This design comes from an exercise in tuning for a short achievable clock period and few clock cycles on the open sky130 flow, not from production work. In this exercise RTL edits were held to simulation tests only and were not proved equivalent to the original. Power is estimated from default activity; no workload was simulated.

## flow/design.v

```verilog
module c16_registers (
   input  logic            clk,
   input  logic            rst_n,
   input  logic [6:0]      l_w_any,
   input  logic [6:0]      l_w1,
   input  logic [6:0]      l_w2n,
   input  logic [6:0]      l_w2s,
   input  logic [7:0]      lo_r1,
   input  logic [7:0]      lo_r2,
   input  logic            h_wr1,
   input  logic [2:0]      h_rd1,
   input  logic            h_wr2,
   input  logic [2:0]      h_rd2,
   input  logic            h_r2_norm,
   input  logic            h_r2_shift,
   input  logic [6:0]      h_w_any,
   input  logic [6:0]      h_w1,
   input  logic [6:0]      h_w2n,
   input  logic [6:0]      h_w2s,
   input  logic [7:0]      h_r1_lo,
   input  logic [7:0]      h_r2_lo,
   input  logic [7:0]      hi_r1,
   input  logic [7:0]      hi_r2,
   input  logic [2:0]      dbg_addr,
   output logic [6:0][7:0] regs_lo,
   output logic [6:0][7:0] regs_hi,
   output logic [19:0]     wb_first,
   output logic [19:0]     wb_second,
   output logic [15:0]     dbg_value
);
   logic [6:0][7:0] lo_q, hi_q, arch_lo_q;
   logic [7:0]      lo_r1x2, hi_r1x2, h_r1x2_lo;
   assign lo_r1x2   = {lo_r1[6:0], 1'b0};
   assign hi_r1x2   = {hi_r1[6:0], h_r1_lo[7]};
   assign h_r1x2_lo = {h_r1_lo[6:0], 1'b0};
   always_ff @(posedge clk) begin
      for (int i = 0; i < 7; i++) begin
         if (!rst_n) begin
            lo_q[i] <= '0;
         end else if (l_w_any[i]) begin
            lo_q[i] <= (lo_r1 & {8{l_w1[i]}}) | (lo_r2 & {8{l_w2n[i]}})
                       | (lo_r1x2 & {8{l_w2s[i]}});
         end
         if (!rst_n) begin
            hi_q[i]      <= '0;
            arch_lo_q[i] <= '0;
         end else if (h_w_any[i]) begin
            hi_q[i]      <= (hi_r1 & {8{h_w1[i]}}) | (hi_r2 & {8{h_w2n[i]}})
                            | (hi_r1x2 & {8{h_w2s[i]}});
            arch_lo_q[i] <= (h_r1_lo & {8{h_w1[i]}}) | (h_r2_lo & {8{h_w2n[i]}})
                            | (h_r1x2_lo & {8{h_w2s[i]}});
         end
      end
   end
   assign regs_lo = lo_q;
   assign regs_hi = hi_q;
   logic        en1_q, en2_q;
   logic [2:0]  dest1_q, dest2_q;
   logic [15:0] val1_q, val2_q;
   logic [15:0] r2v;
   assign r2v = h_r2_norm ? {hi_r2, h_r2_lo} : (h_r2_shift ? {hi_r1x2, h_r1x2_lo} : 16'd0);
   always_ff @(posedge clk) begin
      if (!rst_n) begin
         en1_q <= 1'b0;
         en2_q <= 1'b0;
      end else begin
         en1_q <= h_wr1;
         en2_q <= h_wr2;
      end
      dest1_q <= h_rd1;
      dest2_q <= h_rd2;
      val1_q  <= {hi_r1, h_r1_lo};
      val2_q  <= r2v;
   end
   assign wb_first  = {en1_q, dest1_q, val1_q};
   assign wb_second = {en2_q, dest2_q, val2_q};
   logic [3:0][6:0][3:0] dbg_slice;
   always_comb begin
      for (int i = 0; i < 7; i++) begin
         dbg_slice[0][i] = arch_lo_q[i][3:0];
         dbg_slice[1][i] = arch_lo_q[i][7:4];
         dbg_slice[2][i] = hi_q[i][3:0];
         dbg_slice[3][i] = hi_q[i][7:4];
      end
   end
   for (genvar g = 0; g < 4; g++) begin : g_dbg
      c16_dbg_read dbg_read_i (
         .arch      (dbg_slice[g]),
         .dbg_addr  (dbg_addr),
         .dbg_value (dbg_value[4*g +: 4])
      );
   end
endmodule
module c16_dbg_read (
   input  logic [6:0][3:0] arch,
   input  logic [2:0]      dbg_addr,
   output logic [3:0]      dbg_value
);
   always_comb begin
      dbg_value = '0;
      for (int i = 0; i < 7; i++) begin
         dbg_value = dbg_value | (arch[i] & {4{dbg_addr == 3'(i)}});
      end
   end
endmodule
module c16_fetcher #(
   parameter int unsigned pc_width = 16
) (
   input  logic                clk,
   input  logic                rst_n,
   output logic [pc_width-1:0] fetch_addr,
   output logic                fetch_stall
);
   logic [pc_width-1:0] addr_q;
   always_ff @(posedge clk) begin
      if (!rst_n) begin
         addr_q <= '0;
      end else begin
         addr_q <= addr_q + 1'b1;
      end
   end
   assign fetch_addr  = addr_q;
   assign fetch_stall = 1'b0;
endmodule
module c16_queue (
   input  logic             clk,
   input  logic             rst_n,
   input  logic [4:0][2:0]  lane_idx,
   input  logic [4:0]       lane_use_imm,
   input  logic [4:0][15:0] lane_imm,
   input  logic [4:0]       lane_inv,
   input  logic             cin1,
   input  logic             ka,
   input  logic             kb,
   input  logic             wr1,
   input  logic [2:0]       rd1,
   input  logic             wr2,
   input  logic [2:0]       rd2,
   input  logic             r2_norm,
   input  logic             r2_shift,
   input  logic [6:0]       w_any,
   input  logic [6:0]       w1,
   input  logic [6:0]       w2n,
   input  logic [6:0]       w2s,
   input  logic [6:0][7:0]  regs_lo,
   input  logic [6:0][7:0]  regs_hi,
   input  logic [7:0]       lo_r1,
   input  logic [7:0]       lo_r2,
   input  logic             lo_cout1,
   input  logic             lo_maj,
   input  logic             lo_cout2,
   input  logic [7:0]       hi_r1,
   input  logic [7:0]       hi_r2,
   output logic [4:0][7:0]  l_lane,
   output logic             l_cin1,
   output logic             l_ka,
   output logic             l_kb,
   output logic             l_wr1,
   output logic [2:0]       l_rd1,
   output logic             l_wr2,
   output logic [2:0]       l_rd2,
   output logic             l_r2_norm,
   output logic             l_r2_shift,
   output logic [6:0]       l_w_any,
   output logic [6:0]       l_w1,
   output logic [6:0]       l_w2n,
   output logic [6:0]       l_w2s,
   output logic [4:0][7:0]  h_lane,
   output logic             h_cin1,
   output logic             h_ka,
   output logic             h_kb,
   output logic [7:0]       h_r1_lo,
   output logic [7:0]       h_r2_lo,
   output logic             h_wr1,
   output logic [2:0]       h_rd1,
   output logic             h_wr2,
   output logic [2:0]       h_rd2,
   output logic             h_r2_norm,
   output logic             h_r2_shift,
   output logic [6:0]       h_w_any,
   output logic [6:0]       h_w1,
   output logic [6:0]       h_w2n,
   output logic [6:0]       h_w2s
);
   localparam logic [2:0] zero_reg = 3'd7;
   logic [4:0]      s1, s2, s2s, sz, so;
   logic [4:0][7:0] l_lane_d;
   always_comb begin
      for (int l = 0; l < 5; l++) begin
         logic        f1, f2;
         logic [7:0]  other;
         logic [7:0]  v;
         f2     = l_wr2 && (l_rd2 == lane_idx[l]) && !lane_use_imm[l];
         f1     = l_wr1 && (l_rd1 == lane_idx[l]) && !lane_use_imm[l] && !f2;
         s1[l]  = f1;
         s2[l]  = f2 && l_r2_norm;
         s2s[l] = f2 && l_r2_shift;
         sz[l]  = f2 && !l_r2_norm && !l_r2_shift;
         so[l]  = !f1 && !f2;
         other  = lane_use_imm[l] ? lane_imm[l][7:0]
                  : ((lane_idx[l] == zero_reg) ? 8'd0 : regs_lo[lane_idx[l]]);
         v      = ({8{s1[l]}} & lo_r1)
                  | ({8{s2[l]}} & lo_r2)
                  | ({8{s2s[l]}} & {lo_r1[6:0], 1'b0})
                  | ({8{so[l]}} & other);
         l_lane_d[l] = v ^ {8{lane_inv[l]}};
      end
   end
   logic [4:0]      l_s1, l_s2, l_s2s, l_so, l_use_imm, l_sign, l_inv;
   logic [4:0][2:0] l_idx;
   always_ff @(posedge clk) begin
      if (!rst_n) begin
         l_wr1   <= 1'b0;
         l_wr2   <= 1'b0;
         l_w_any <= '0;
      end else begin
         l_wr1   <= wr1;
         l_wr2   <= wr2;
         l_w_any <= w_any;
      end
      l_lane     <= l_lane_d;
      l_cin1     <= cin1;
      l_ka       <= ka;
      l_kb       <= kb;
      l_rd1      <= rd1;
      l_rd2      <= rd2;
      l_r2_norm  <= r2_norm;
      l_r2_shift <= r2_shift;
      l_w1       <= w1;
      l_w2n      <= w2n;
      l_w2s      <= w2s;
      l_s1       <= s1;
      l_s2       <= s2;
      l_s2s      <= s2s;
      l_so       <= so;
      l_idx      <= lane_idx;
      l_use_imm  <= lane_use_imm;
      l_inv      <= lane_inv;
      for (int l = 0; l < 5; l++) begin
         l_sign[l] <= lane_imm[l][15];
      end
   end
   logic [4:0][7:0] h_lane_d;
   logic [7:0]      hi_r1x2;
   assign hi_r1x2 = {hi_r1[6:0], h_r1_lo[7]};
   always_comb begin
      for (int l = 0; l < 5; l++) begin
         logic [7:0] other;
         logic [7:0] v;
         other = l_use_imm[l] ? {8{l_sign[l]}}
                 : ((l_idx[l] == zero_reg) ? 8'd0 : regs_hi[l_idx[l]]);
         v     = ({8{l_s1[l]}} & hi_r1)
                 | ({8{l_s2[l]}} & hi_r2)
                 | ({8{l_s2s[l]}} & hi_r1x2)
                 | ({8{l_so[l]}} & other);
         h_lane_d[l] = v ^ {8{l_inv[l]}};
      end
   end
   always_ff @(posedge clk) begin
      if (!rst_n) begin
         h_wr1   <= 1'b0;
         h_wr2   <= 1'b0;
         h_w_any <= '0;
      end else begin
         h_wr1   <= l_wr1;
         h_wr2   <= l_wr2;
         h_w_any <= l_w_any;
      end
      h_lane     <= h_lane_d;
      h_cin1     <= lo_cout1;
      h_ka       <= lo_maj;
      h_kb       <= lo_cout2;
      h_r1_lo    <= lo_r1;
      h_r2_lo    <= lo_r2;
      h_rd1      <= l_rd1;
      h_rd2      <= l_rd2;
      h_r2_norm  <= l_r2_norm;
      h_r2_shift <= l_r2_shift;
      h_w1       <= l_w1;
      h_w2n      <= l_w2n;
      h_w2s      <= l_w2s;
   end
endmodule
module c16_decoder (
   input  logic [31:0] fetch_word,
   output logic [4:0][2:0]  lane_idx,
   output logic [4:0]       lane_use_imm,
   output logic [4:0][15:0] lane_imm,
   output logic [4:0]       lane_inv,
   output logic             cin1,
   output logic             ka,
   output logic             kb,
   output logic             wr1,
   output logic [2:0]       rd1,
   output logic             wr2,
   output logic [2:0]       rd2,
   output logic             r2_norm,
   output logic             r2_shift,
   output logic [6:0]       w_any,
   output logic [6:0]       w1,
   output logic [6:0]       w2n,
   output logic [6:0]       w2s
);
   localparam logic [2:0] zero_reg = 3'd7;
   function automatic logic [6:0] onehot(input logic [2:0] idx);
      logic [6:0] v;
      v = '0;
      for (int i = 0; i < 7; i++) begin
         v[i] = (idx == 3'(i));
      end
      onehot = v;
   endfunction
   logic [15:0] i1, i2;
   logic        alu1, alu2, reg1, reg2, sub1, sub2;
   logic [2:0]  rs1, rs2, rt1, rt2;
   logic [15:0] imm1, imm2;
   logic        dep_x, dep_y, both;
   assign i1 = fetch_word[15:0];
   assign i2 = fetch_word[31:16];
   assign alu1 = (i1[15:13] == 3'd0);
   assign alu2 = (i2[15:13] == 3'd0);
   assign reg1 = i1[11];
   assign reg2 = i2[11];
   assign sub1 = i1[12];
   assign sub2 = i2[12];
   assign rd1  = i1[10:8];
   assign rd2  = i2[10:8];
   assign rs1  = i1[7:5];
   assign rs2  = i2[7:5];
   assign rt1  = i1[2:0];
   assign rt2  = i2[2:0];
   assign imm1 = {{11{i1[4]}}, i1[4:0]};
   assign imm2 = {{11{i2[4]}}, i2[4:0]};
   assign wr1  = alu1 && (rd1 != zero_reg);
   assign wr2  = alu2 && (rd2 != zero_reg);
   assign dep_x = wr1 && (rs2 == rd1);
   assign dep_y = wr1 && reg2 && (rt2 == rd1);
   assign both  = dep_x && dep_y;
   always_comb begin
      lane_idx[0]     = rs1;
      lane_use_imm[0] = 1'b0;
      lane_imm[0]     = '0;
      lane_inv[0]     = 1'b0;
      lane_idx[1]     = rt1;
      lane_use_imm[1] = !reg1;
      lane_imm[1]     = imm1;
      lane_inv[1]     = sub1;
      cin1            = sub1;
      lane_idx[2]     = rs2;
      lane_use_imm[2] = 1'b0;
      lane_imm[2]     = '0;
      lane_inv[2]     = 1'b0;
      lane_idx[3]     = rt2;
      lane_use_imm[3] = !reg2;
      lane_imm[3]     = imm2;
      lane_inv[3]     = sub2;
      lane_idx[4]     = zero_reg;
      lane_use_imm[4] = 1'b0;
      lane_imm[4]     = '0;
      lane_inv[4]     = 1'b0;
      ka              = 1'b0;
      kb              = sub2;
      if (dep_x && !dep_y) begin
         lane_idx[2]     = rs1;
         lane_idx[3]     = rt1;
         lane_use_imm[3] = !reg1;
         lane_imm[3]     = imm1;
         lane_inv[3]     = sub1;
         lane_idx[4]     = rt2;
         lane_use_imm[4] = !reg2;
         lane_imm[4]     = imm2;
         lane_inv[4]     = sub2;
         ka              = sub1;
         kb              = sub2;
      end else if (dep_y && !dep_x) begin
         lane_idx[3]     = rs1;
         lane_use_imm[3] = 1'b0;
         lane_imm[3]     = '0;
         lane_inv[3]     = sub2;
         lane_idx[4]     = rt1;
         lane_use_imm[4] = !reg1;
         lane_imm[4]     = imm1;
         lane_inv[4]     = sub1 ^ sub2;
         ka              = sub2 & ~sub1;
         kb              = sub2 | sub1;
      end else if (both) begin
         lane_idx[2]     = zero_reg;
         lane_idx[3]     = zero_reg;
         lane_use_imm[3] = 1'b0;
         lane_inv[3]     = 1'b0;
         kb              = 1'b0;
      end
   end
   logic [6:0] t1, t2;
   assign t1    = wr1 ? onehot(rd1) : 7'd0;
   assign t2    = wr2 ? onehot(rd2) : 7'd0;
   assign w_any = t1 | t2;
   assign w1    = t1 & ~t2;
   assign w2n   = both ? 7'd0 : t2;
   assign w2s   = (both && !sub2) ? t2 : 7'd0;
   assign r2_norm  = !both;
   assign r2_shift = both && !sub2;
endmodule
module c16_executor (
   input  logic [4:0][7:0] lane,
   input  logic            cin1,
   input  logic            ka,
   input  logic            kb,
   output logic [7:0]      r1,
   output logic [7:0]      r2,
   output logic            cout1,
   output logic            maj_out,
   output logic            cout2
);
   logic [7:0] a1, b1, x, y, z, s, m;
   logic [9:0] sum1, sum2;
   assign a1 = lane[0];
   assign b1 = lane[1];
   assign x  = lane[2];
   assign y  = lane[3];
   assign z  = lane[4];
   assign s = x ^ y ^ z;
   assign m = (x & y) | (x & z) | (y & z);
   assign sum1    = {1'b0, a1, 1'b1} + {1'b0, b1, cin1};
   assign sum2    = {1'b0, s, 1'b1} + {1'b0, m[6:0], ka, kb};
   assign r1      = sum1[8:1];
   assign r2      = sum2[8:1];
   assign cout1   = sum1[9];
   assign maj_out = m[7];
   assign cout2   = sum2[9];
endmodule
module c16_top #(
   parameter int unsigned pc_width = 16
) (
   input  logic                clk,
   input  logic                rst_n,
   input  logic [31:0]         fetch_word,
   input  logic [2:0]          dbg_addr,
   output logic [pc_width-1:0] fetch_addr,
   output logic                fetch_stall,
   output logic [19:0]         wb_first,
   output logic [19:0]         wb_second,
   output logic [15:0]         dbg_value
);
   logic [4:0][2:0]  d_lane_idx;
   logic [4:0]       d_lane_use_imm;
   logic [4:0][15:0] d_lane_imm;
   logic [4:0]       d_lane_inv;
   logic             d_cin1, d_ka, d_kb, d_wr1, d_wr2, d_r2_norm, d_r2_shift;
   logic [2:0]       d_rd1, d_rd2;
   logic [6:0]       d_w_any, d_w1, d_w2n, d_w2s;
   logic [4:0][7:0]  l_lane;
   logic             l_cin1, l_ka, l_kb, l_wr1, l_wr2, l_r2_norm, l_r2_shift;
   logic [2:0]       l_rd1, l_rd2;
   logic [6:0]       l_w_any, l_w1, l_w2n, l_w2s;
   logic [7:0]       lo_r1, lo_r2;
   logic             lo_cout1, lo_maj, lo_cout2;
   logic [4:0][7:0]  h_lane;
   logic             h_cin1, h_ka, h_kb, h_wr1, h_wr2, h_r2_norm, h_r2_shift;
   logic [2:0]       h_rd1, h_rd2;
   logic [6:0]       h_w_any, h_w1, h_w2n, h_w2s;
   logic [7:0]       h_r1_lo, h_r2_lo;
   logic [7:0]       hi_r1, hi_r2;
   logic             hi_cout1, hi_maj, hi_cout2;
   logic [6:0][7:0]  regs_lo, regs_hi;
   c16_fetcher #(
      .pc_width (pc_width)
   ) fetcher_i (
      .clk         (clk),
      .rst_n       (rst_n),
      .fetch_addr  (fetch_addr),
      .fetch_stall (fetch_stall)
   );
   c16_decoder decoder_i (
      .fetch_word   (fetch_word),
      .lane_idx     (d_lane_idx),
      .lane_use_imm (d_lane_use_imm),
      .lane_imm     (d_lane_imm),
      .lane_inv     (d_lane_inv),
      .cin1         (d_cin1),
      .ka           (d_ka),
      .kb           (d_kb),
      .wr1          (d_wr1),
      .rd1          (d_rd1),
      .wr2          (d_wr2),
      .rd2          (d_rd2),
      .r2_norm      (d_r2_norm),
      .r2_shift     (d_r2_shift),
      .w_any        (d_w_any),
      .w1           (d_w1),
      .w2n          (d_w2n),
      .w2s          (d_w2s)
   );
   c16_queue queue_i (
      .clk          (clk),
      .rst_n        (rst_n),
      .lane_idx     (d_lane_idx),
      .lane_use_imm (d_lane_use_imm),
      .lane_imm     (d_lane_imm),
      .lane_inv     (d_lane_inv),
      .cin1         (d_cin1),
      .ka           (d_ka),
      .kb           (d_kb),
      .wr1          (d_wr1),
      .rd1          (d_rd1),
      .wr2          (d_wr2),
      .rd2          (d_rd2),
      .r2_norm      (d_r2_norm),
      .r2_shift     (d_r2_shift),
      .w_any        (d_w_any),
      .w1           (d_w1),
      .w2n          (d_w2n),
      .w2s          (d_w2s),
      .regs_lo      (regs_lo),
      .regs_hi      (regs_hi),
      .lo_r1        (lo_r1),
      .lo_r2        (lo_r2),
      .lo_cout1     (lo_cout1),
      .lo_maj       (lo_maj),
      .lo_cout2     (lo_cout2),
      .hi_r1        (hi_r1),
      .hi_r2        (hi_r2),
      .l_lane       (l_lane),
      .l_cin1       (l_cin1),
      .l_ka         (l_ka),
      .l_kb         (l_kb),
      .l_wr1        (l_wr1),
      .l_rd1        (l_rd1),
      .l_wr2        (l_wr2),
      .l_rd2        (l_rd2),
      .l_r2_norm    (l_r2_norm),
      .l_r2_shift   (l_r2_shift),
      .l_w_any      (l_w_any),
      .l_w1         (l_w1),
      .l_w2n        (l_w2n),
      .l_w2s        (l_w2s),
      .h_lane       (h_lane),
      .h_cin1       (h_cin1),
      .h_ka         (h_ka),
      .h_kb         (h_kb),
      .h_r1_lo      (h_r1_lo),
      .h_r2_lo      (h_r2_lo),
      .h_wr1        (h_wr1),
      .h_rd1        (h_rd1),
      .h_wr2        (h_wr2),
      .h_rd2        (h_rd2),
      .h_r2_norm    (h_r2_norm),
      .h_r2_shift   (h_r2_shift),
      .h_w_any      (h_w_any),
      .h_w1         (h_w1),
      .h_w2n        (h_w2n),
      .h_w2s        (h_w2s)
   );
   c16_executor executor_lo_i (
      .lane    (l_lane),
      .cin1    (l_cin1),
      .ka      (l_ka),
      .kb      (l_kb),
      .r1      (lo_r1),
      .r2      (lo_r2),
      .cout1   (lo_cout1),
      .maj_out (lo_maj),
      .cout2   (lo_cout2)
   );
   c16_executor executor_hi_i (
      .lane    (h_lane),
      .cin1    (h_cin1),
      .ka      (h_ka),
      .kb      (h_kb),
      .r1      (hi_r1),
      .r2      (hi_r2),
      .cout1   (hi_cout1),
      .maj_out (hi_maj),
      .cout2   (hi_cout2)
   );
   c16_registers registers_i (
      .clk        (clk),
      .rst_n      (rst_n),
      .l_w_any    (l_w_any),
      .l_w1       (l_w1),
      .l_w2n      (l_w2n),
      .l_w2s      (l_w2s),
      .lo_r1      (lo_r1),
      .lo_r2      (lo_r2),
      .h_wr1      (h_wr1),
      .h_rd1      (h_rd1),
      .h_wr2      (h_wr2),
      .h_rd2      (h_rd2),
      .h_r2_norm  (h_r2_norm),
      .h_r2_shift (h_r2_shift),
      .h_w_any    (h_w_any),
      .h_w1       (h_w1),
      .h_w2n      (h_w2n),
      .h_w2s      (h_w2s),
      .h_r1_lo    (h_r1_lo),
      .h_r2_lo    (h_r2_lo),
      .hi_r1      (hi_r1),
      .hi_r2      (hi_r2),
      .dbg_addr   (dbg_addr),
      .regs_lo    (regs_lo),
      .regs_hi    (regs_hi),
      .wb_first   (wb_first),
      .wb_second  (wb_second),
      .dbg_value  (dbg_value)
   );
endmodule
```

## flow/flow/run.sh

```bash
#!/bin/bash
# Own layout flow: the standard ORFS flow (standard.sh), with two synthesis
# choices changed so that the mapped logic is faster:
#  - the 4:1 and 2:1 mux cells are not used (their select-to-output delay is long,
#    and the debug read port is a select path), so logic maps to AND-OR gates;
#  - Yosys's full/half-adder extraction is off (ADDER_MAP_FILE empty), so the
#    adders map to plain gates instead of chains of slow fa/ha cells.
# Everything else (synthesis script, registers, floorplan, power grid, placement,
# CTS, routing, constraints) is the standard flow's. Each tool's output is in the
# ORFS logs under orfs/logs, and make's own output in flow_make.log.
set -euo pipefail

DU=$(make -s -C "$FLOW_HOME" DESIGN_CONFIG="$FLOW_CONFIG" WORK_HOME="$PWD/orfs" \
        print-DONT_USE_CELLS 2> print_dont_use.log | sed -n 's/^DONT_USE_CELLS: //p')
if [[ -z "$DU" ]]; then
   echo "could not read DONT_USE_CELLS" >&2
   exit 1
fi
MUX="sky130_fd_sc_hd__mux4_1 sky130_fd_sc_hd__mux4_2 sky130_fd_sc_hd__mux4_4"
MUX="$MUX sky130_fd_sc_hd__mux2_1 sky130_fd_sc_hd__mux2_2 sky130_fd_sc_hd__mux2_4"
MUX="$MUX sky130_fd_sc_hd__mux2_8 sky130_fd_sc_hd__mux2i_1 sky130_fd_sc_hd__mux2i_2"
MUX="$MUX sky130_fd_sc_hd__mux2i_4"

bash standard.sh "DONT_USE_CELLS=$DU $MUX" "ADDER_MAP_FILE=" finish > flow_make.log 2>&1
```

## flow/standard.sh

```bash
#!/bin/bash
# synth_recipe.tcl (not shown) runs the flow's synth.tcl, then flattens the netlist and writes it again
# the make line also repeats each setting of config.mk as NAME=value (left out here)
make -C /OpenROAD-flow-scripts/flow DESIGN_CONFIG=/design/flow/config.mk WORK_HOME=/design/flow/orfs CLKGATE_MAP_FILE= SYNTH_SCRIPT=/design/flow/synth_recipe.tcl "${@:-finish}"
```

## flow/config.mk

```make
export PLATFORM = sky130hd
export DESIGN_NAME = c16_top
export DESIGN_NICKNAME = c16_top
export VERILOG_FILES = /design/flow/design.v
export SDC_FILE = /design/flow/constraint.sdc
export NUM_CORES = 4
export LEC_CHECK = 0
export ABC_CLOCK_PERIOD_IN_PS = 2500
export CAP_MARGIN = 20
export CORE_MARGIN = 2
export CORE_UTILIZATION = 40
export SETUP_SLACK_MARGIN = 2.7
export SLEW_MARGIN = 20
export SYNTH_HIERARCHICAL = 1
export SYNTH_MINIMUM_KEEP_SIZE = 0
```

## flow/constraint.sdc

```tcl
create_clock -name core_clock -period 5.5 [get_ports {clk}]
set_input_delay 1.1000 -clock core_clock [delete_from_list [all_inputs] [get_ports {clk}]]
set_output_delay 1.1000 -clock core_clock [all_outputs]
set_load 0.01 [all_outputs]
```

==> key figures, run 1 <==
Status
  • Status: timing/DRC/antenna clean

Final layout
  • Final Cell Area: 35400 um2
  • Fillers: 6249
  • Layout cell share with drive strength beyond 1: 24.5%
  • Final core occ: 51.8%
  • P&R area growth vs syn: 28.6%
  • Area of all sequential standard cells: 9090 um2
  • Area of the multi-input gates: 18700 um2
  • Nets: 3449

STA
  • F_max: 297 MHz
  • RSZ-0062 raised after global routing: true
  • Clk_skew: 0.0347 ns
  • Crit share post-route: 61.3%
  • Max-slew violation count: 0
  • Setup total negative slack: 0 ns
  • Tightest Pin Transition: 1.30 ns
  • Final setup fails: 0
  • Final hold violations: 0
  • Min Tclk post-route: 3.37 ns
  • Worst slew margin: 13.0%
  • Setup ws final: 2.13 ns

Clock tree
  • CTS buffer count: 50
  • Root Driver: clkbuf_16
  • Clk sinks: 452
  • Worst-skew pair later-pin latency: 0.63 ns
  • Post-CTS Hold Buffers: 0
  • Clock buffer depth: 3
  • H-tree depth: 2
  • CTS tree: yes
  • Clk slew on worst S/H paths: 0.06 ns

Route
  • Wirelength per Cell: 27.9 um
  • Vias: 28.6k
  • DR DRC count: 0
  • DR vias/cell: 6.59
  • DRT Pass-1 Iters: 12
  • Final ANT Viol Nets: 0
  • 1st-iter DRT viols: 5180
  • WL final: 121000 um

Global route
  • Gr usage total: 32.7%
  • Number of antenna violations at the first check in global routing: 3
  • Vias in the first global route: 25.6k
  • First-pass GRT wire length: 175000 um
  • Grt ovf: 0
  • Pin count of the biggest net entering global routing: 123

Worst setup path
  • Setup CP Type: in2out
  • Critical-path maximum fanout: 8
  • Critical path startpoint category: input pin
  • CP arrival: 2.27 ns
  • FF-to-FF setup slack: 2.51 ns
  • CP Capture Type: primary output
  • CP required: 4.40 ns

Yosys
  • Cell Area, Synth: 27500 um2
  • Syn Area/Cell: 8.37 um2
  • Syn Inst Count: 3287
  • Yosys warnings: 11

Power and ir drop
  • Pwr/cell area: 361 nW/um2
  • Static Leak: 12.5 nW
  • Peak VDD IR: 0.000237 V

Place
  • HPWL Detailed: 75300 um
  • Port-buffer cells: 108
  • Dpl ws: 0.773 ns
  • DP Area: 28600 um2
  • Gpl congestion: 0.993

Die
  • Die Area: 70900 um2
  • Die Wd: 266 um
  • Starting Density: 40.3%
  • Row Count: 96
  • Die height: 266 um
  • Core area: 68300 um2
  • I/O pin count: 110

Run
  • Max_cap viols: 0

Min path
  • Hold Path Class: reg2reg
critical path: stages:
cell,delay (ns)
buf_16,0.13
buf_12,0.14
and2b_4,0.29
a22oi_2,0.08
o21ai_1,0.09
o21a_1,0.24
buf_2,0.19
where the power goes:
part | switching (W) | internal (W)
Sequential | 0.000550 | 0.00359
Combinational | 0.00297 | 0.00213
Clock | 0.00148 | 0.00207
Total | 0.00499 | 0.00780
stage by stage:
stage / total power, W / hold WS (ns) / instances
finish: 0.0128 / 0.327 / 4341
global placement: 0.00776 / 0.311 / 3993
detailed placement: 0.00776 / 0.312 / 3993
CTS: 0.0121 / 0.325 / 4266
floorplan: 0.00610 / 0.310 / 3308
global route: 0.0131 / 0.339 / 4334
cell type report:
class / instances / area share (%)
multi-input combinational: 2433 / 52.7
clock inverter: 23 / 0.834
antenna: 7 / 0.0495
tap: 882 / 3.12
timing repair buffer: 408 / 12.7
clock buffer: 69 / 4.05
inverter: 67 / 0.788
sequential: 452 / 25.7
flip-flops by register name, summed over array words and instances, names as in the netlist, 8 cells and up:
register / count
queue_i.l_idx: 15
registers_i.val1_q: 16
registers_i.val2_q: 16
queue_i.h_r1_lo: 8
registers_i.hi_q: 56
queue_i.l_lane: 40
registers_i.lo_q: 56
queue_i.h_lane: 40
registers_i.arch_lo_q: 56
fetcher_i.addr_q: 16
queue_i.h_r2_lo: 8
worst paths after layout:
check	from	endpoint	depth (start not counted)
worst max register to register	queue_i.l_lane[17]	queue_i.l_lane[19]	13
worst min register to register	queue_i.h_rd1[1]	registers_i.dest1_q[1]	0
worst max-delay path	dbg_addr[2]	dbg_value[8]	7
worst min-delay path	queue_i.h_rd1[1]	registers_i.dest1_q[1]	0
metal layers:
metal | global-route usage [%] | up-vias | routed length, um | share of wire, %
li1 | - | 12500 | - | -
met1 | 44.9 | 13600 | 48600 | 40
met2 | 47.8 | 2003 | 50600 | 42
met3 | 6.04 | 444 | 13600 | 11
met4 | 19.0 | 2 | 8440 | 7.0
met5 | 0 | - | 20 | 0.016
repair_timing:
action	4_1_cts	5_1_grt
buffers inserted	148	63
pin swaps	153	189
endpoints found under the setup margin	166	152
gates cloned	33	4
gates resized for setup	481	232
cell usage in the layout (no fill, tap or decap), types with 45 or more instances in the layout:
cell	count
clkdlybuf4s50_1	66
nand2_1	166
nand2b_1	97
dfxtp_1	426
clkbuf_16	54
and2_1	70
nor2b_1	147
inv_1	57
a211oi_1	45
o21ai_0	252
xnor2_1	122
a222oi_1	194
buf_4	173
o21ai_1	54
a21oi_1	325
buf_6	70
nor2_1	115
Testbench counts, summed over its fixed seeds: cycles 9,082.
==> inputs of run 2 (changes only) <==
--- a/flow/design.v
+++ b/flow/design.v
@@ -74,34 +74,7 @@
    end
    assign wb_first  = {en1_q, dest1_q, val1_q};
    assign wb_second = {en2_q, dest2_q, val2_q};
-   logic [3:0][6:0][3:0] dbg_slice;
-   always_comb begin
-      for (int i = 0; i < 7; i++) begin
-         dbg_slice[0][i] = arch_lo_q[i][3:0];
-         dbg_slice[1][i] = arch_lo_q[i][7:4];
-         dbg_slice[2][i] = hi_q[i][3:0];
-         dbg_slice[3][i] = hi_q[i][7:4];
-      end
-   end
-   for (genvar g = 0; g < 4; g++) begin : g_dbg
-      c16_dbg_read dbg_read_i (
-         .arch      (dbg_slice[g]),
-         .dbg_addr  (dbg_addr),
-         .dbg_value (dbg_value[4*g +: 4])
-      );
-   end
-endmodule
-module c16_dbg_read (
-   input  logic [6:0][3:0] arch,
-   input  logic [2:0]      dbg_addr,
-   output logic [3:0]      dbg_value
-);
-   always_comb begin
-      dbg_value = '0;
-      for (int i = 0; i < 7; i++) begin
-         dbg_value = dbg_value | (arch[i] & {4{dbg_addr == 3'(i)}});
-      end
-   end
+   assign dbg_value = (dbg_addr == 3'd7) ? 16'd0 : {hi_q[dbg_addr], arch_lo_q[dbg_addr]};
 endmodule
 module c16_fetcher #(
    parameter int unsigned pc_width = 16
==> flow/flow/run.sh (replaced) <==
#!/bin/bash
# Own layout flow: the standard ORFS flow (standard.sh), with these changes:
#  - the 4:1 and 2:1 mux cells are not used (their select-to-output delay is long,
#    and the debug read port is a select path), so logic maps to AND-OR gates;
#  - Yosys's full/half-adder extraction is off (ADDER_MAP_FILE empty), so the
#    adders map to plain gates instead of chains of slow fa/ha cells;
#  - the debug port's pins are kept together (flow/io_pins.tcl, read just before
#    the standard pin placement), so its address-to-value paths stay short;
#  - timing repair does not clone gates (a clone added after the last design
#    repair can leave a slew violation behind).
# Everything else (synthesis script, registers, floorplan, power grid, placement,
# CTS, routing, constraints) is the standard flow's. Each tool's output is in the
# ORFS logs under orfs/logs, and make's own output in flow_make.log.
set -euo pipefail

FLOW_DIR=$(cd "$(dirname "${BASH_SOURCE[0]}")" && pwd)

DU=$(make -s -C "$FLOW_HOME" DESIGN_CONFIG="$FLOW_CONFIG" WORK_HOME="$PWD/orfs" \
        print-DONT_USE_CELLS 2> print_dont_use.log | sed -n 's/^DONT_USE_CELLS: //p')
if [[ -z "$DU" ]]; then
   echo "could not read DONT_USE_CELLS" >&2
   exit 1
fi
MUX="sky130_fd_sc_hd__mux4_1 sky130_fd_sc_hd__mux4_2 sky130_fd_sc_hd__mux4_4"
MUX="$MUX sky130_fd_sc_hd__mux2_1 sky130_fd_sc_hd__mux2_2 sky130_fd_sc_hd__mux2_4"
MUX="$MUX sky130_fd_sc_hd__mux2_8 sky130_fd_sc_hd__mux2i_1 sky130_fd_sc_hd__mux2i_2"
MUX="$MUX sky130_fd_sc_hd__mux2i_4"

export PRE_IO_PLACEMENT_TCL="$FLOW_DIR/io_pins.tcl"
export SKIP_GATE_CLONING=1

bash standard.sh "DONT_USE_CELLS=$DU $MUX" "ADDER_MAP_FILE=" finish > flow_make.log 2>&1
==> flow/flow/io_pins.tcl (new file) <==
# Keep the debug read port's pins together so its address-to-value paths stay short
set_io_pin_constraint -group -order -pin_names {dbg_value[0] dbg_value[1] dbg_value[2] dbg_value[3] dbg_value[4] dbg_value[5] dbg_value[6] dbg_value[7] dbg_addr[0] dbg_addr[1] dbg_addr[2] dbg_value[8] dbg_value[9] dbg_value[10] dbg_value[11] dbg_value[12] dbg_value[13] dbg_value[14] dbg_value[15]}
==> run 2 against run 1 <==
Total power shrank 0.71%. First-iteration DRC count shrank 12%. Clock skew shrank 0.0075 ns. Non-clock buffer count grew 30. Via count shrank 0.49%. Critical path depth grew 1. Fmax shrank 6.6%. Worst hold slack lost 0.00097 ns. Wire length shrank 0.92%. Critical path type unchanged.
==> key figures, run 2 <==
Final layout
  • Nets: 3430 (was 3449)
  • Fin cells: 4304 (was 4341)
  • Most frequent cells in the layout: 428 x dfxtp_1, 282 x a21oi_1, 256 x o21ai_0, 194 x a222oi_1, 192 x buf_4 (was 426 x dfxtp_1, 325 x a21oi_1, 252 x o21ai_0, 194 x a222oi_1, 173 x buf_4)
  • Layout cell share with drive strength beyond 1: 25.9% (was 24.5%)
  • Antenna cell count: 0 (was 7)
  • Top flop regs: registers_i.arch_lo_q: 56 flops, registers_i.hi_q: 56 flops, registers_i.lo_q: 56 flops (unchanged)
  • P&R area growth vs syn: 29.0% (was 28.6%)
  • Commonest non-fill, non-tap cell in the layout: dfxtp_1 (unchanged)

Route
  • 1st-iter DRT viols: 4559 (was 5180)
  • Vias: 28.5k (was 28.6k)
  • WL final: 120000 um (was 121000 um)
  • DRT Pass-1 Iters: 14 (was 12)
  • DR DRC count: 0 (unchanged)
  • Final ANT Viol Nets: 0 (unchanged)
  • DR vias/cell: 6.62 (was 6.59)
  • Wirelength per Cell: 27.9 um (about the same)

STA
  • Final setup fails: 0 (unchanged)
  • Min Tclk post-route: 3.61 ns (was 3.37 ns)
  • F_max: 277 MHz (was 297 MHz)
  • Tightest Pin Transition: 1.22 ns (was 1.30 ns)
  • Clk_skew: 0.0272 ns (was 0.0347 ns)
  • Worst slew margin: 18.2% (was 13.0%)
  • Setup total negative slack: 0 ns (unchanged)
  • Max-slew violation count: 0 (unchanged)
  • Final hold violations: 0 (unchanged)
  • RSZ-0062 raised after global routing: true (unchanged)
  • Crit share post-route: 65.7% (was 61.3%)

Worst setup path
  • Max stage delay on crit path: 0.38 ns (was 0.29 ns)
  • Critical path buffers and inverters: 5 (was 3)
  • CP arrival: 2.51 ns (was 2.27 ns)
  • Top delay family on crit path: buffers and inverters (unchanged)
  • Critical path startpoint category: input pin (unchanged)
  • CP Cell Sequence: buf_6 > buf_12 > buf_12 > buf_8 > nand2b_4 > a21o_1 > a311oi_4 > buf_2 (was buf_16 > buf_12 > and2b_4 > a22oi_2 > o21ai_1 > o21a_1 > buf_2)
  • CP Capture Type: primary output (unchanged)
  • Slowest cell on crit path: a311oi_4 (was and2b_4)
  • CP required: 4.40 ns (about the same)
  • Setup CP Type: in2out (unchanged)
  • Critical-path maximum fanout: 5 (was 8)
  • FF-to-FF setup slack: 2.48 ns (was 2.51 ns)
  • Most used cell, CP: buf_12

Yosys
  • Cell Area, Synth: 27300 um2 (was 27500 um2)
  • Syn Inst Count: 3257 (was 3287)
  • Syn Area/Cell: 8.38 um2 (was 8.37 um2)
  • Yosys warnings: 10 (was 11)

Clock tree
  • H-tree depth: 2 (unchanged)
  • CTS buffer count: 49 (was 50)
  • Clk slew on worst S/H paths: 0.06 ns (about the same)
  • CTS tree: yes (unchanged)
  • Root Driver: clkbuf_16 (unchanged)
  • Clock buffer depth: 3 (unchanged)
  • Clk sinks: 452 (unchanged)
  • Worst-skew pair later-pin latency: 0.62 ns (was 0.63 ns)

Status
  • Status: timing/DRC/antenna clean (unchanged)

Global route
  • First-pass GRT wire length: 173000 um (was 175000 um)
  • Vias in the first global route: 26.7k (was 25.6k)
  • Pin count of the biggest net entering global routing: 106 (was 123)
  • Gr usage total: 32.2% (was 32.7%)
  • Grt ovf: 0 (unchanged)
  • Number of antenna violations at the first check in global routing: 2 (was 3)

Min path
  • Hold Path Class: reg2reg (unchanged)

Die
  • Die Area: 70300 um2 (was 70900 um2)
  • Starting Density: 40.5% (was 40.3%)
  • Row Count: 95 (was 96)
  • Die height: 265 um (was 266 um)
  • I/O pin count: 110 (unchanged)
  • Die Wd: 265 um (was 266 um)
  • Core area: 67400 um2 (was 68300 um2)

Place
  • DP Cell Count: 3955 (was 3993)
  • HPWL Detailed: 77800 um (was 75300 um)
  • Gpl congestion: 0.989 (was 0.993)
  • Port-buffer cells: 108 (unchanged)

Power and ir drop
  • Pwr/cell area: 361 nW/um2 (about the same)
  • Peak VDD IR: 0.000297 V (was 0.000237 V)
  • Static Leak: 12.6 nW (was 12.5 nW)

Run
  • Max_cap viols: 0 (unchanged)
==> run 2: through the flow <==
stage | utilization [%] | power (W) | setup WS (ns) | hold WS, ns | cell area (um2)
6_report | 52.2 | 0.0127 | 1.89 | 0.326 | 35200
5_1_grt | 52.2 | 0.0130 | 1.90 | 0.330 | 35200
4_1_cts | 49.6 | 0.0120 | 1.87 | 0.325 | 33400
3_5_place_dp | 42.7 | 0.00774 | 0.613 | 0.312 | 28800
3_3_place_gp | 42.7 | 0.00769 | 0.712 | 0.314 | 28800
2_1_floorplan | - | 0.00606 | 2.19 | 0.310 | 28000
==> run 2: worst register-to-register path, stage by stage (launching register included) <==
cell and delay [ns]:
dfxtp_2 0.34, xnor3_2 0.50, a21oi_4 0.18, nor3_4 0.08
buf_6 0.13, a221oi_4 0.40, nand2_2 0.15, a311oi_4 0.40
a22oi_2 0.25, nor2_2 0.27, a21oi_4 0.05, xnor2_2 0.13
==> run 2: where the power goes <==
| group | internal, W | leakage [nW] | switching [W] | total [W] |
|---|---|---|---|---|
| combinational | 0.00218 | 8.12 | 0.00294 | 0.00512 |
| clock | 0.00195 | 0.819 | 0.00147 | 0.00342 |
| sequential | 0.00359 | 3.71 | 0.000570 | 0.00416 |
| total | 0.00772 | 12.6 | 0.00498 | 0.0127 |
==> run 2: final timing paths <==
kind,startpoint,endpoint,depth (start not counted)
worst max register to register,queue_i.l_lane[17],queue_i.l_lane[29],11
worst max-delay path,dbg_addr[1],dbg_value[11],8
worst min-delay path,queue_i.h_rd2[2],registers_i.dest2_q[2],0
worst min register to register,queue_i.h_rd2[2],registers_i.dest2_q[2],0
==> run 2: layout make-up <==
cell class	instances	area [um2]
fill	6023	32200
multi-input combinational	2393	18800
sequential	452	9090
timing repair buffer	438	4340
tap	873	1090
inverter	59	250
clock buffer	62	1360
clock inverter	27	308
==> run 2: routing by layer <==
| metal | GRT usage, % | wire length [um] | up-vias | share of wire, % |
|---|---|---|---|---|
| met4 | 18.8 | 8290 | 2 | 6.9 |
| met3 | 5.64 | 11300 | 441 | 9.4 |
| met2 | 51.0 | 53700 | 1841 | 45 |
| met5 | 0 | 13 | - | 0.011 |
| li1 | - | - | 12400 | - |
| met1 | 41.3 | 46900 | 13800 | 39 |
==> run 2: repair_timing <==
action,4_1_cts,5_1_grt
setup endpoints to repair,185,146
gates cloned,0,0
buffers inserted,180,80
endpoints found under the hold margin,0,0
hold buffers,0,0
pin swaps,139,191
resized for setup,498,258
Testbench counts of run 2, summed over its fixed seeds: cycles 9,082.
==> inputs of run 3 (changes only) <==
--- a/flow/design.v
+++ b/flow/design.v
@@ -255,6 +255,8 @@
    end
 endmodule
 module c16_decoder (
+   input  logic        clk,
+   input  logic        rst_n,
    input  logic [31:0] fetch_word,
    output logic [4:0][2:0]  lane_idx,
    output logic [4:0]       lane_use_imm,
@@ -274,6 +276,13 @@
    output logic [6:0]       w2n,
    output logic [6:0]       w2s
 );
+   logic [4:0][2:0]  lane_idx_c;
+   logic [4:0]       lane_use_imm_c;
+   logic [4:0][15:0] lane_imm_c;
+   logic [4:0]       lane_inv_c;
+   logic             cin1_c, ka_c, kb_c, wr1_c, wr2_c, r2_norm_c, r2_shift_c;
+   logic [2:0]       rd1_c, rd2_c;
+   logic [6:0]       w_any_c, w1_c, w2n_c, w2s_c;
    localparam logic [2:0] zero_reg = 3'd7;
    function automatic logic [6:0] onehot(input logic [2:0] idx);
       logic [6:0] v;
@@ -296,83 +305,108 @@
    assign reg2 = i2[11];
    assign sub1 = i1[12];
    assign sub2 = i2[12];
-   assign rd1  = i1[10:8];
-   assign rd2  = i2[10:8];
+   assign rd1_c  = i1[10:8];
+   assign rd2_c  = i2[10:8];
    assign rs1  = i1[7:5];
    assign rs2  = i2[7:5];
    assign rt1  = i1[2:0];
    assign rt2  = i2[2:0];
    assign imm1 = {{11{i1[4]}}, i1[4:0]};
    assign imm2 = {{11{i2[4]}}, i2[4:0]};
-   assign wr1  = alu1 && (rd1 != zero_reg);
-   assign wr2  = alu2 && (rd2 != zero_reg);
-   assign dep_x = wr1 && (rs2 == rd1);
-   assign dep_y = wr1 && reg2 && (rt2 == rd1);
+   assign wr1_c  = alu1 && (rd1_c != zero_reg);
+   assign wr2_c  = alu2 && (rd2_c != zero_reg);
+   assign dep_x = wr1_c && (rs2 == rd1_c);
+   assign dep_y = wr1_c && reg2 && (rt2 == rd1_c);
    assign both  = dep_x && dep_y;
    always_comb begin
-      lane_idx[0]     = rs1;
-      lane_use_imm[0] = 1'b0;
-      lane_imm[0]     = '0;
-      lane_inv[0]     = 1'b0;
-      lane_idx[1]     = rt1;
-      lane_use_imm[1] = !reg1;
-      lane_imm[1]     = imm1;
-      lane_inv[1]     = sub1;
-      cin1            = sub1;
-      lane_idx[2]     = rs2;
-      lane_use_imm[2] = 1'b0;
-      lane_imm[2]     = '0;
-      lane_inv[2]     = 1'b0;
-      lane_idx[3]     = rt2;
-      lane_use_imm[3] = !reg2;
-      lane_imm[3]     = imm2;
-      lane_inv[3]     = sub2;
-      lane_idx[4]     = zero_reg;
-      lane_use_imm[4] = 1'b0;
-      lane_imm[4]     = '0;
-      lane_inv[4]     = 1'b0;
-      ka              = 1'b0;
-      kb              = sub2;
+      lane_idx_c[0]     = rs1;
+      lane_use_imm_c[0] = 1'b0;
+      lane_imm_c[0]     = '0;
+      lane_inv_c[0]     = 1'b0;
+      lane_idx_c[1]     = rt1;
+      lane_use_imm_c[1] = !reg1;
+      lane_imm_c[1]     = imm1;
+      lane_inv_c[1]     = sub1;
+      cin1_c            = sub1;
+      lane_idx_c[2]     = rs2;
+      lane_use_imm_c[2] = 1'b0;
+      lane_imm_c[2]     = '0;
+      lane_inv_c[2]     = 1'b0;
+      lane_idx_c[3]     = rt2;
+      lane_use_imm_c[3] = !reg2;
+      lane_imm_c[3]     = imm2;
+      lane_inv_c[3]     = sub2;
+      lane_idx_c[4]     = zero_reg;
+      lane_use_imm_c[4] = 1'b0;
+      lane_imm_c[4]     = '0;
+      lane_inv_c[4]     = 1'b0;
+      ka_c              = 1'b0;
+      kb_c              = sub2;
       if (dep_x && !dep_y) begin
-         lane_idx[2]     = rs1;
-         lane_idx[3]     = rt1;
-         lane_use_imm[3] = !reg1;
-         lane_imm[3]     = imm1;
-         lane_inv[3]     = sub1;
-         lane_idx[4]     = rt2;
-         lane_use_imm[4] = !reg2;
-         lane_imm[4]     = imm2;
-         lane_inv[4]     = sub2;
-         ka              = sub1;
-         kb              = sub2;
+         lane_idx_c[2]     = rs1;
+         lane_idx_c[3]     = rt1;
+         lane_use_imm_c[3] = !reg1;
+         lane_imm_c[3]     = imm1;
+         lane_inv_c[3]     = sub1;
+         lane_idx_c[4]     = rt2;
+         lane_use_imm_c[4] = !reg2;
+         lane_imm_c[4]     = imm2;
+         lane_inv_c[4]     = sub2;
+         ka_c              = sub1;
+         kb_c              = sub2;
       end else if (dep_y && !dep_x) begin
-         lane_idx[3]     = rs1;
-         lane_use_imm[3] = 1'b0;
-         lane_imm[3]     = '0;
-         lane_inv[3]     = sub2;
-         lane_idx[4]     = rt1;
-         lane_use_imm[4] = !reg1;
-         lane_imm[4]     = imm1;
-         lane_inv[4]     = sub1 ^ sub2;
-         ka              = sub2 & ~sub1;
-         kb              = sub2 | sub1;
+         lane_idx_c[3]     = rs1;
+         lane_use_imm_c[3] = 1'b0;
+         lane_imm_c[3]     = '0;
+         lane_inv_c[3]     = sub2;
+         lane_idx_c[4]     = rt1;
+         lane_use_imm_c[4] = !reg1;
+         lane_imm_c[4]     = imm1;
+         lane_inv_c[4]     = sub1 ^ sub2;
+         ka_c              = sub2 & ~sub1;
+         kb_c              = sub2 | sub1;
       end else if (both) begin
-         lane_idx[2]     = zero_reg;
-         lane_idx[3]     = zero_reg;
-         lane_use_imm[3] = 1'b0;
-         lane_inv[3]     = 1'b0;
-         kb              = 1'b0;
+         lane_idx_c[2]     = zero_reg;
+         lane_idx_c[3]     = zero_reg;
+         lane_use_imm_c[3] = 1'b0;
+         lane_inv_c[3]     = 1'b0;
+         kb_c              = 1'b0;
       end
    end
    logic [6:0] t1, t2;
-   assign t1    = wr1 ? onehot(rd1) : 7'd0;
-   assign t2    = wr2 ? onehot(rd2) : 7'd0;
-   assign w_any = t1 | t2;
-   assign w1    = t1 & ~t2;
-   assign w2n   = both ? 7'd0 : t2;
-   assign w2s   = (both && !sub2) ? t2 : 7'd0;
-   assign r2_norm  = !both;
-   assign r2_shift = both && !sub2;
+   assign t1    = wr1_c ? onehot(rd1_c) : 7'd0;
+   assign t2    = wr2_c ? onehot(rd2_c) : 7'd0;
+   assign w_any_c = t1 | t2;
+   assign w1_c    = t1 & ~t2;
+   assign w2n_c   = both ? 7'd0 : t2;
+   assign w2s_c   = (both && !sub2) ? t2 : 7'd0;
+   assign r2_norm_c  = !both;
+   assign r2_shift_c = both && !sub2;
+   always_ff @(posedge clk) begin
+      if (!rst_n) begin
+         wr1   <= 1'b0;
+         wr2   <= 1'b0;
+         w_any <= '0;
+      end else begin
+         wr1   <= wr1_c;
+         wr2   <= wr2_c;
+         w_any <= w_any_c;
+      end
+      lane_idx     <= lane_idx_c;
+      lane_use_imm <= lane_use_imm_c;
+      lane_imm     <= lane_imm_c;
+      lane_inv     <= lane_inv_c;
+      cin1         <= cin1_c;
+      ka           <= ka_c;
+      kb           <= kb_c;
+      rd1          <= rd1_c;
+      rd2          <= rd2_c;
+      r2_norm      <= r2_norm_c;
+      r2_shift     <= r2_shift_c;
+      w1           <= w1_c;
+      w2n          <= w2n_c;
+      w2s          <= w2s_c;
+   end
 endmodule
 module c16_executor (
    input  logic [4:0][7:0] lane,
@@ -445,6 +479,8 @@
       .fetch_stall (fetch_stall)
    );
    c16_decoder decoder_i (
+      .clk          (clk),
+      .rst_n        (rst_n),
       .fetch_word   (fetch_word),
       .lane_idx     (d_lane_idx),
       .lane_use_imm (d_lane_use_imm),
==> flow/flow/run.sh (replaced) <==
#!/bin/bash
# Own layout flow: the standard ORFS flow (standard.sh), with two synthesis
# choices changed so that the mapped logic is faster:
#  - the 4:1 and 2:1 mux cells are not used (their select-to-output delay is long,
#    and the debug read port is a select path), so logic maps to AND-OR gates;
#  - Yosys's full/half-adder extraction is off (ADDER_MAP_FILE empty), so the
#    adders map to plain gates instead of chains of slow fa/ha cells.
# Everything else (synthesis script, registers, floorplan, power grid, placement,
# CTS, routing, constraints) is the standard flow's. Each tool's output is in the
# ORFS logs under orfs/logs, and make's own output in flow_make.log.
set -euo pipefail

DU=$(make -s -C "$FLOW_HOME" DESIGN_CONFIG="$FLOW_CONFIG" WORK_HOME="$PWD/orfs" \
        print-DONT_USE_CELLS 2> print_dont_use.log | sed -n 's/^DONT_USE_CELLS: //p')
if [[ -z "$DU" ]]; then
   echo "could not read DONT_USE_CELLS" >&2
   exit 1
fi
MUX="sky130_fd_sc_hd__mux4_1 sky130_fd_sc_hd__mux4_2 sky130_fd_sc_hd__mux4_4"
MUX="$MUX sky130_fd_sc_hd__mux2_1 sky130_fd_sc_hd__mux2_2 sky130_fd_sc_hd__mux2_4"
MUX="$MUX sky130_fd_sc_hd__mux2_8 sky130_fd_sc_hd__mux2i_1 sky130_fd_sc_hd__mux2i_2"
MUX="$MUX sky130_fd_sc_hd__mux2i_4"

bash standard.sh "DONT_USE_CELLS=$DU $MUX" "ADDER_MAP_FILE=" finish > flow_make.log 2>&1
--- a/flow/config.mk
+++ b/flow/config.mk
@@ -11,5 +11,3 @@
 export CORE_UTILIZATION = 40
 export SETUP_SLACK_MARGIN = 2.7
 export SLEW_MARGIN = 20
-export SYNTH_HIERARCHICAL = 1
-export SYNTH_MINIMUM_KEEP_SIZE = 0
removed: flow/flow/io_pins.tcl
==> run 3 against run 2 <==
Still clean on timing, DRC and antenna. Clock power rose by 14%. Count of clock-buffer cells in the layout rose by 17. Global-route usage fell by 4.9 points. Fmax rose by 12%. Die area rose by 0.70%. Combinational power fell by 49%. Worst hold slack got worse by 0.017 ns. Clock skew rose by 0.00096 ns. Wire length fell by 15%. Utilization fell by 3.2 points. Via count fell by 7.6%. Setup slack improved by 0.40 ns.
==> key figures, run 3 <==
Min path
  • Hold Path Class: reg2reg (unchanged)
  • Hold Startpoint: decoder_i.w2n[0] (was queue_i.h_rd2[2])

Global route
  • Grt ovf: 0 (unchanged)
  • Pin count of the biggest net entering global routing: 134 (was 106)
  • Number of antenna violations at the first check in global routing: 1 (was 2)
  • Gr usage total: 27.3% (was 32.2%)
  • First-pass GRT wire length: 149000 um (was 173000 um)
  • Vias in the first global route: 23.5k (was 26.7k)

Die
  • Die Wd: 266 um (was 265 um)
  • Die Area: 70800 um2 (was 70300 um2)
  • I/O pin count: 110 (unchanged)
  • Core area: 68300 um2 (was 67400 um2)
  • Die height: 266 um (was 265 um)
  • Starting Density: 40.2% (was 40.5%)
  • Row Count: 96 (was 95)

Final layout
  • Top flop regs: registers_i.arch_lo_q: 56 flops, registers_i.hi_q: 56 flops, registers_i.lo_q: 56 flops (unchanged)
  • Antenna cell count: 0 (unchanged)
  • Final core occ: 49.0% (was 52.2%)
  • Nets: 3439 (was 3430)
  • Layout cell share with drive strength beyond 1: 15.0% (was 25.9%)
  • Final Cell Area: 33500 um2 (was 35200 um2)
  • Most frequent cells in the layout: 499 x dfxtp_1, 461 x nand2_1, 345 x o21ai_0, 205 x a211oi_1, 201 x nor2b_1 (was 428 x dfxtp_1, 282 x a21oi_1, 256 x o21ai_0, 194 x a222oi_1, 192 x buf_4)
  • Commonest non-fill, non-tap cell in the layout: dfxtp_1 (unchanged)
  • P&R area growth vs syn: 21.9% (was 29.0%)

Place
  • Dpl ws: 1.20 ns (was 0.613 ns)
  • DP Area: 29000 um2 (was 28800 um2)
  • HPWL Detailed: 65300 um (was 77800 um)
  • Gpl congestion: 0.910 (was 0.989)
  • Port-buffer cells: 108 (unchanged)

Clock tree
  • Root Driver: clkbuf_16 (unchanged)
  • CTS buffer count: 57 (was 49)
  • H-tree depth: 2 (unchanged)
  • Worst-skew pair later-pin latency: 0.63 ns (was 0.62 ns)
  • CTS tree: yes (unchanged)
  • Post-CTS Hold Buffers: 0 (unchanged)
  • Clk sinks: 518 (was 452)
  • Clock buffer depth: 3 (unchanged)
  • Clk slew on worst S/H paths: 0.06 ns (about the same)

Yosys
  • Post-synthesis cell type count: 66
  • Commonest cells post-synth: 518 x dfxtp_1, 480 x nand2_1, 373 x o21ai_0, 302 x clkbuf_1, 230 x a211oi_1
  • Seq/Total Area, Yosys: 37.7%
  • Synth top area share: 37.7%
  • Cell Area, Synth: 27500 um2 (was 27300 um2)
  • Most common cell in the netlist: dfxtp_1
  • Synth Flop Type: dfxtp_1
  • Synth async-reset ratio: 0%
  • Syn Inst Count: 3447 (was 3257)
  • Yosys warnings: 4 (was 10)
  • Syn Area/Cell: 7.97 um2 (was 8.38 um2)
  • Yosys reg bits: 518
  • Yosys top cell by area: dfxtp_1
  • Largest cells by area after synthesis: dfxtp_1 38%, o21ai_0 6.8%, nand2_1 6.6%, a211oi_1 6.3%, nor2b_1 5.0%
  • Post-synth EDFFs: 0

Route
  • Wirelength per Cell: 23.5 um (was 27.9 um)
  • DR DRC count: 0 (unchanged)
  • WL final: 102000 um (was 120000 um)
  • Vias: 26.3k (was 28.5k)
  • DRT Pass-1 Iters: 13 (was 14)
  • Final ANT Viol Nets: 0 (unchanged)
  • DR vias/cell: 6.07 (was 6.62)
  • 1st-iter DRT viols: 2994 (was 4559)

STA
  • Clk_skew: 0.0281 ns (was 0.0272 ns)
  • Crit share post-route: 58.4% (was 65.7%)
  • Final setup fails: 0 (unchanged)
  • Tightest Pin Transition: 1.22 ns (about the same)
  • F_max: 311 MHz (was 277 MHz)
  • Worst slew margin: 18.5% (was 18.2%)
  • Setup ws final: 2.29 ns (was 1.89 ns)
  • Max-slew violation count: 0 (unchanged)
  • Min Tclk post-route: 3.21 ns (was 3.61 ns)
  • Setup total negative slack: 0 ns (unchanged)
  • Final hold violations: 0 (unchanged)
  • RSZ-0062 raised after global routing: true (unchanged)

Worst setup path
  • Worst Setup SP: dbg_addr[1] (unchanged)
  • CP Capture Type: primary output (unchanged)
  • Critical-path maximum fanout: 8 (was 5)
  • Critical path startpoint category: input pin (unchanged)
  • CP arrival: 2.11 ns (was 2.51 ns)
  • Reg2Reg Launch Point: queue_i.h_lane[25] (was queue_i.l_lane[17])
  • CP required: 4.40 ns (about the same)
  • Setup CP Type: in2out (unchanged)

Power and ir drop
  • Static Leak: 12.1 nW (was 12.6 nW)
  • Peak VDD IR: 0.000218 V (was 0.000297 V)
  • Power Total: 0.0109 W (was 0.0127 W)
  • Pwr/cell area: 325 nW/um2 (was 361 nW/um2)

Status
  • Status: timing/DRC/antenna clean (unchanged)

Run
  • Max_cap viols: 0 (unchanged)
==> run 3: power breakdown <==
| group | switching, W | internal [W] | total [W] |
|---|---|---|---|
| Clock | 0.00164 | 0.00226 | 0.00389 |
| Combinational | 0.00157 | 0.00106 | 0.00263 |
| Sequential | 0.000371 | 0.00399 | 0.00436 |
==> run 3: worst max-delay path, stage by stage <==
cell and delay (ns):
buf_16 0.14, buf_12 0.16, nor2b_4 0.11, a211oi_2 0.04, a211oi_1 0.22, a21o_1 0.18
buf_2 0.15
==> run 3: timing repair <==
item,CTS,global route
setup endpoints to repair,150,152
buffers inserted,34,26
resized for setup,221,221
gates cloned,11,7
pin swaps,70,94
==> run 3: kinds of logic (layout without fill, tap and decap cells) <==
logic type / Yosys count / count (layout) / share of synthesized area, %
simple gates: 1085 / 1085 / 18.7
buf+inv: 379 / 381 / 5.33
compound gates: 1249 / 1249 / 30.8
fa+ha+maj: 29 / 29 / 1.10
flops: 518 / 518 / 37.7
other cells: 1 / 1 / 0.0136
xor+xnor: 186 / 187 / 6.31
==> run 3: metrics by stage <==
| step | hold WS (ns) | cells |
|---|---|---|
| 2_1_floorplan | 0.310 | 3447 |
| 3_3_place_gp | 0.310 | 4147 |
| 3_5_place_dp | 0.312 | 4147 |
| 4_1_cts | 0.316 | 4299 |
| 5_1_grt | 0.322 | 4332 |
| 6_report | 0.309 | 4332 |
==> run 3: final timing paths <==
check | cells past startpoint | slack [ns] | end
max reg2reg | 12 | 2.51 | queue_i.h_lane[6]
min reg2reg | 0 | 0.31 | queue_i.l_w2n[0]
max | 7 | 2.29 | dbg_value[15]
min | 0 | 0.31 | queue_i.l_w2n[0]
==> run 3: routing by layer <==
layer | vias to the layer above | GRT usage, % | part of all wire [%] | routed length (um)
met1 | 12500 | 36.0 | 41 | 42000
met4 | 0 | 13.0 | 5.5 | 5640
met2 | 1244 | 43.9 | 46 | 46600
met5 | - | 0 | 0 | 0
met3 | 293 | 3.89 | 7.6 | 7760
li1 | 12300 | - | - | -
==> run 3: final cells by class <==
cell class / instances / area [um2]
Clock inverter: 28 / 305
Clock buffer: 79 / 1620
Multi-Input combinational cell: 2551 / 17400
Fill cell: 6443 / 34800
Timing Repair Buffer: 253 / 2630
Tap cell: 882 / 1100
Inverter: 21 / 78.8
Sequential cell: 518 / 10400
Testbench counts of run 3, summed over its fixed seeds: cycles 9,114.
==> inputs of run 4 (changes only) <==
--- a/flow/design.v
+++ b/flow/design.v
@@ -74,7 +74,34 @@
    end
    assign wb_first  = {en1_q, dest1_q, val1_q};
    assign wb_second = {en2_q, dest2_q, val2_q};
-   assign dbg_value = (dbg_addr == 3'd7) ? 16'd0 : {hi_q[dbg_addr], arch_lo_q[dbg_addr]};
+   logic [3:0][6:0][3:0] dbg_slice;
+   always_comb begin
+      for (int i = 0; i < 7; i++) begin
+         dbg_slice[0][i] = arch_lo_q[i][3:0];
+         dbg_slice[1][i] = arch_lo_q[i][7:4];
+         dbg_slice[2][i] = hi_q[i][3:0];
+         dbg_slice[3][i] = hi_q[i][7:4];
+      end
+   end
+   for (genvar g = 0; g < 4; g++) begin : g_dbg
+      c16_dbg_read dbg_read_i (
+         .arch      (dbg_slice[g]),
+         .dbg_addr  (dbg_addr),
+         .dbg_value (dbg_value[4*g +: 4])
+      );
+   end
+endmodule
+module c16_dbg_read (
+   input  logic [6:0][3:0] arch,
+   input  logic [2:0]      dbg_addr,
+   output logic [3:0]      dbg_value
+);
+   always_comb begin
+      dbg_value = '0;
+      for (int i = 0; i < 7; i++) begin
+         dbg_value = dbg_value | (arch[i] & {4{dbg_addr == 3'(i)}});
+      end
+   end
 endmodule
 module c16_fetcher #(
    parameter int unsigned pc_width = 16
--- a/flow/config.mk
+++ b/flow/config.mk
@@ -11,3 +11,5 @@
 export CORE_UTILIZATION = 40
 export SETUP_SLACK_MARGIN = 2.7
 export SLEW_MARGIN = 20
+export SYNTH_HIERARCHICAL = 1
+export SYNTH_MINIMUM_KEEP_SIZE = 0
==> run 4 against run 3 <==
Now fails the layout checks on capacitance limit, slew limit. First-iteration DRC count increased by 46%. Clock power increased by 15%. Die area increased by 5.5%. Largest cell class unchanged. Largest power group unchanged.
==> key figures, run 4 <==
Worst setup path
  • Max stage delay on crit path: 0.21 ns (was 0.22 ns)
  • Critical path startpoint category: input pin (unchanged)
  • CP Cell Sequence: buf_16 > buf_16 > and2b_4 > a22oi_2 > o21ai_1 > o21a_1 > buf_2 (was buf_16 > buf_12 > nor2b_4 > a211oi_2 > a211oi_1 > a21o_1 > buf_2)
  • CP Capture Type: primary output (unchanged)
  • R2r worst-path depth: 13 (was 12)
  • CP required: 4.40 ns (about the same)
  • Most used cell, CP: buf_16
  • Setup CP Type: in2out (unchanged)
  • Critical-path maximum fanout: 5 (was 8)
  • CP arrival: 2.14 ns (was 2.11 ns)
  • Slowest cell on crit path: and2b_4 (was a211oi_1)

Clock tree
  • Clk slew on worst S/H paths: 0.06 ns (about the same)
  • CTS tree: yes (unchanged)
  • Worst-skew pair later-pin latency: 0.65 ns (was 0.63 ns)
  • Clock buffer depth: 3 (unchanged)
  • H-tree depth: 2 (unchanged)
  • CTS buffer count: 56 (was 57)
  • Post-CTS Hold Buffers: 0 (unchanged)
  • Clk sinks: 525 (was 518)
  • Root Driver: clkbuf_16 (unchanged)

Final layout
  • Layout cell share with drive strength beyond 1: 14.4% (was 15.0%)
  • Final Cell Area: 33800 um2 (was 33500 um2)
  • Antenna cell count: 0 (unchanged)
  • Nets: 3334 (was 3439)
  • Top flop regs: registers_i.arch_lo_q: 56 flops, registers_i.hi_q: 56 flops, registers_i.lo_q: 56 flops (unchanged)
  • Fillers: 6962 (was 6443)
  • P&R area growth vs syn: 16.5% (was 21.9%)
  • Fin cells: 4293 (was 4332)
  • Commonest non-fill, non-tap cell in the layout: dfxtp_1 (unchanged)
  • Most frequent cells in the layout: 489 x dfxtp_1, 336 x a21oi_1, 274 x o21ai_0, 194 x a222oi_1, 161 x nor2b_1 (was 499 x dfxtp_1, 461 x nand2_1, 345 x o21ai_0, 205 x a211oi_1, 201 x nor2b_1)

Run
  • Max_cap viols: 1 (was 0)

Global route
  • Number of antenna violations at the first check in global routing: 2 (was 1)
  • Gr usage total: 26.6% (was 27.3%)
  • Pin count of the biggest net entering global routing: 215 (was 134)
  • Grt ovf: 0 (unchanged)
  • First-pass GRT wire length: 154000 um (was 149000 um)
  • Vias in the first global route: 24.1k (was 23.5k)

Place
  • Port-buffer cells: 108 (unchanged)
  • Gpl congestion: 0.977 (was 0.910)
  • DP Cell Count: 4113 (was 4147)
  • DP Area: 29900 um2 (was 29000 um2)
  • HPWL Detailed: 67600 um (was 65300 um)

Route
  • DR DRC count: 0 (unchanged)
  • Vias: 27.0k (was 26.3k)
  • WL final: 105000 um (was 102000 um)
  • DR vias/cell: 6.30 (was 6.07)
  • 1st-iter DRT viols: 4362 (was 2994)
  • Final ANT Viol Nets: 0 (unchanged)
  • Wirelength per Cell: 24.5 um (was 23.5 um)
  • DRT Pass-1 Iters: 11 (was 13)

Power and ir drop
  • Static Leak: 11.8 nW (was 12.1 nW)
  • Pwr/cell area: 399 nW/um2 (was 325 nW/um2)
  • Peak VDD IR: 0.000267 V (was 0.000218 V)

STA
  • Max-slew violation count: 5 (was 0)
  • F_max: 309 MHz (was 311 MHz)
  • RSZ-0062 raised after global routing: true (unchanged)
  • Setup total negative slack: 0 ns (unchanged)
  • Clk_skew: 0.0318 ns (was 0.0281 ns)
  • Final setup fails: 0 (unchanged)
  • Tightest Pin Transition: 1.67 ns (was 1.22 ns)
  • Worst slew margin: -12.4% (was 18.5%)
  • Crit share post-route: 58.9% (was 58.4%)
  • Final hold violations: 0 (unchanged)
  • Min Tclk post-route: 3.24 ns (was 3.21 ns)

Die
  • Die Area: 74800 um2 (was 70800 um2)
  • Core area: 71700 um2 (was 68300 um2)
  • Starting Density: 40.5% (was 40.2%)
  • Die height: 273 um (was 266 um)
  • Row Count: 98 (was 96)
  • I/O pin count: 110 (unchanged)
  • Die Wd: 273 um (was 266 um)

Yosys
  • Yosys warnings: 11 (was 4)
  • Syn Area/Cell: 8.65 um2 (was 7.97 um2)
  • Syn Inst Count: 3356 (was 3447)
  • Cell Area, Synth: 29000 um2 (was 27500 um2)

Min path
  • Hold Crit Depth: 0 (unchanged)
  • Hold Path Class: reg2reg (unchanged)

Status
  • Status: finished with violations (was timing/DRC/antenna clean)
  • Layout check faults: capacitance limit, slew limit
## run 4: layout make-up
class                   count  area [um2]  area share [%]
clock inverters            37         693            2.05
flip-flops and latches    525       10600            31.2
well taps                 950        1190            3.52
multi-input cells        2430       17300            51.2
repair buffers            216        2280            6.74
inverters                  68         255           0.755
clock buffers              67        1520            4.50
## run 4: final timing paths
| kind | endpoint | from | slack, ns |
|---|---|---|---|
| hold / removal | queue_i.l_w2n[4] | decoder_i.w2n[4] | 0.32 |
| setup reg to reg | queue_i.l_lane[31] | queue_i.l_lane[17] | 2.49 |
| hold reg to reg | queue_i.l_w2n[4] | decoder_i.w2n[4] | 0.32 |
| setup / recovery | dbg_value[8] | dbg_addr[2] | 2.26 |
## run 4: worst max-delay path: cells and delay by family
kind                   cells  cell delay [ns]
AO/OA/AOI/OAI              3             0.42
buffers and inverters      3             0.40
AND/OR/NAND/NOR            1             0.21
## run 4: power breakdown
part | internal, W | switching [W]
clock network | 0.00279 | 0.00170
registers | 0.00413 | 0.000569
logic | 0.00175 | 0.00253
total | 0.00868 | 0.00480
## run 4: layer usage
metal | up-vias | GRT usage [%] | share of wire [%]
met3 | 326 | 4.03 | 9.8
met1 | 12800 | 36.3 | 41
met4 | 0 | 14.2 | 5.8
met5 | - | 0 | 0
li1 | 12400 | - | -
met2 | 1556 | 40.3 | 43
## run 4: timing repair
action                     CTS  global route
setup endpoints to repair  144           161
buffers inserted            38            22
gates cloned                12             4
resized for setup          175           127
pin swaps                   61            95
## run 4: per-stage QoR
stage	hold WS, ns	util [%]	setup WS, ns	power [W]
2_1_floorplan	0.310	-	2.65	0.00661
3_3_place_gp	0.310	41.6	1.33	0.00805
3_5_place_dp	0.312	41.6	1.31	0.00807
4_1_cts	0.326	46.1	2.26	0.0130
5_1_grt	0.331	47.1	2.22	0.0139
6_report	0.323	47.1	2.26	0.0135
Testbench counts of run 4, summed over its fixed seeds: cycles 9,114.

[re-timing with driven ports]
No port has a modelled driver above. Below, the same layouts with a new extraction and two added sets of constraints.
Step 1 assumes that a clkbuf_16 drives the clock port and a buf_2 every other input.
Step 2 times the ports against the registers' clock, not the clock port: input delays grow and output delays shrink by t, the midpoint of the rising clock arrivals with the driver on.
a / b / c = no drivers / after step 1 / after step 2; a / b = the first two.
| run | shift t [ns] | setup slack, ns |
|---|---|---|
| run 1 | 0.680 | 2.128 / 1.943 / 1.732 |
| run 2 | 0.675 | 1.889 / 1.854 / 1.643 |
| run 3 | 0.684 | 2.288 / 2.158 / 2.158 |
| run 4 | 0.695 | 2.263 / 2.074 / 2.074 |
